Context: an optimization exercise on an open-source flow, tuned for small area. The choices shown serve that exercise and are no tape-out recipe. Function was checked by simulation only, so behaviour that the tests miss may differ from the original. Power figures rest on the tool's default switching activity, not on a simulated workload.

==> module can_desc_fetch, before the edit <==
module can_desc_fetch
(
    input  wire          bs,
    input  wire          rst_n,
    input  wire          chain_start,
    input  wire   [31:0] chain_base,
    input  wire          bus_grant,
    input  wire   [31:0] bus_rdata,
    input  wire          tx_active,
    output can_dma_pkg::bus_req_t     bus_req,
    output can_dma_pkg::frame_words_t desc_words_n,
    output logic         desc_launch,
    output logic         chain_active
);
    typedef enum logic [2:0] {
        ST_IDLE    = 3'd0,
        ST_LAUNCH  = 3'd1,
        ST_WAIT_HI = 3'd2,
        ST_WAIT_LO = 3'd3,
        ST_RD_REQ  = 3'd4,
        ST_RD_DATA = 3'd5,
        ST_WR_REQ  = 3'd6,
        ST_LINK    = 3'd7
    } state_t;
    state_t      state;
    logic [2:0]  word_idx;
    logic [31:0] addr;
    logic [31:0] wdata;
    logic [31:0] spare;
    assign bus_req      = {(state == ST_RD_REQ) || (state == ST_WR_REQ),
                           state == ST_WR_REQ, addr, wdata};
    assign chain_active = (state != ST_IDLE);
    assign desc_launch  = (state == ST_LAUNCH) && !tx_active;
    always_ff @(posedge bs or negedge rst_n) begin
        if (!rst_n) begin
            state <= ST_IDLE;
        end else begin
            case (state)
                ST_IDLE:    if (chain_start) state <= ST_RD_REQ;
                ST_RD_REQ:  if (bus_grant) state <= ST_RD_DATA;
                ST_RD_DATA: state <= (word_idx == 3'(7 - 1)) ? ST_LAUNCH : ST_RD_REQ;
                ST_LAUNCH:  if (!tx_active) state <= ST_WAIT_HI;
                ST_WAIT_HI: if (tx_active) state <= ST_WAIT_LO;
                ST_WAIT_LO: if (!tx_active) state <= ST_WR_REQ;
                ST_WR_REQ:  if (bus_grant) state <= ST_LINK;
                default:    state <= (spare == 32'd0) ? ST_IDLE : ST_RD_REQ;
            endcase
        end
    end
    logic        addr_base, addr_spare, addr_step, addr_hold;
    logic [31:0] addr_next;
    assign addr_base  = (state == ST_IDLE);
    assign addr_spare = (state == ST_LINK) || (state == ST_RD_DATA && word_idx == 3'd6);
    assign addr_step  = (state == ST_RD_DATA && word_idx != 3'd6);
    assign addr_hold  = !(addr_base || addr_spare || addr_step);
    assign addr_next  = ({32{addr_base}}  & chain_base) |
                        ({32{addr_spare}} & spare) |
                        ({32{addr_step}}  & {addr[31:2] + 30'd1, addr[1:0]}) |
                        ({32{addr_hold}}  & addr);
    always_ff @(posedge bs) begin
        if (state == ST_IDLE || state == ST_LINK) begin
            word_idx <= 3'd0;
        end else if (state == ST_RD_DATA) begin
            word_idx <= word_idx + 3'd1;
        end
        addr <= addr_next;
        if (state == ST_RD_DATA) begin
            case (word_idx)
                3'd0:    desc_words_n.dh  <= ~bus_rdata;
                3'd1:    desc_words_n.dl  <= ~bus_rdata;
                3'd2:   desc_words_n.cmd <= ~bus_rdata;
                3'd3:    desc_words_n.id  <= ~bus_rdata;
                3'd5: wdata          <= bus_rdata;
                default:         spare          <= bus_rdata;
            endcase
        end
    end
endmodule
clock: 7.0 ns
lec_check: 0
cap_margin: 0
core_margin: 2
core_utilization: 50
slew_margin: 0
standard.sh (not shown) runs the stock make flow with config.mk's settings and CLKGATE_MAP_FILE= SYNTH_SCRIPT=/design/flow/synth_recipe.tcl, a recipe that flattens the netlist after the stock synthesis.
==> flow/flow/run.sh <==
#!/bin/bash
# Standard layout, with the smallest buffer on every port and a clock tree
# of small buffers without dummy loads.
set -euo pipefail
export BUFFER_PORTS_ARGS="-buffer_cell sky130_fd_sc_hd__buf_1"
export CTS_ARGS="-sink_clustering_enable -repair_clock_nets -dont_use_dummy_load -buf_list sky130_fd_sc_hd__clkbuf_4 -sink_clustering_size 8 -sink_clustering_max_diameter 60"
bash standard.sh > standard.log 2>&1
Change:
--- a/flow/design.v
+++ b/flow/design.v
@@ -106,12 +106,12 @@
 );
     typedef enum logic [2:0] {
-        ST_IDLE    = 3'd0,
-        ST_LAUNCH  = 3'd1,
-        ST_WAIT_HI = 3'd2,
-        ST_WAIT_LO = 3'd3,
-        ST_RD_REQ  = 3'd4,
-        ST_RD_DATA = 3'd5,
-        ST_WR_REQ  = 3'd6,
-        ST_LINK    = 3'd7
+        ST_IDLE,
+        ST_RD_REQ,
+        ST_RD_DATA,
+        ST_LAUNCH,
+        ST_WAIT_HI,
+        ST_WAIT_LO,
+        ST_WR_REQ,
+        ST_LINK
     } state_t;
     state_t      state;
@@ -140,14 +140,4 @@
         end
     end
-    logic        addr_base, addr_spare, addr_step, addr_hold;
-    logic [31:0] addr_next;
-    assign addr_base  = (state == ST_IDLE);
-    assign addr_spare = (state == ST_LINK) || (state == ST_RD_DATA && word_idx == 3'd6);
-    assign addr_step  = (state == ST_RD_DATA && word_idx != 3'd6);
-    assign addr_hold  = !(addr_base || addr_spare || addr_step);
-    assign addr_next  = ({32{addr_base}}  & chain_base) |
-                        ({32{addr_spare}} & spare) |
-                        ({32{addr_step}}  & {addr[31:2] + 30'd1, addr[1:0]}) |
-                        ({32{addr_hold}}  & addr);
     always_ff @(posedge bs) begin
         if (state == ST_IDLE || state == ST_LINK) begin
@@ -156,5 +146,11 @@
             word_idx <= word_idx + 3'd1;
         end
-        addr <= addr_next;
+        if (state == ST_IDLE) begin
+            addr <= chain_base;
+        end else if (state == ST_LINK || (state == ST_RD_DATA && word_idx == 3'd6)) begin
+            addr <= spare;
+        end else if (state == ST_RD_DATA) begin
+            addr <= {addr[31:2] + 30'd1, addr[1:0]};
+        end
         if (state == ST_RD_DATA) begin
             case (word_idx)
After rerunning: Routed wire length rose by 2.3%. Critical path depth drops by 1. Final cell count came out higher by 0.56%. Sequential cell count does not change. Power is higher by 4.4%. Count of clock-buffer cells in the layout is unchanged.

==> port drivers added, routing unchanged <==
Ports are ideal in the flow. The routed layouts listed here were re-timed in OpenROAD.
Step 1 (the two cells are an assumption about what drives the block):
set clk [get_ports {bs}]
set_driving_cell -lib_cell sky130_fd_sc_hd__clkbuf_16 $clk
set_driving_cell -lib_cell sky130_fd_sc_hd__buf_2 [delete_from_list [all_inputs] $clk]
Step 2 times the ports against the registers' clock, not the clock port: input delays grow and output delays shrink by t, the midpoint of the rising clock arrivals with the driver on.
a / b / c = no drivers / after step 1 / after step 2; a / b = the first two.
run	t (ns)	setup slack, ns	pins driven straight from the clock port
the first run	0.743	1.831 / 1.807 / 1.807	1
the second run	0.793	1.624 / 1.589 / 1.589	1
After both steps every run listed still meets setup and hold. For the second run, which loses most, drivers alone change the setup slack by -0.035 ns; drivers and shift together by -0.035 ns.
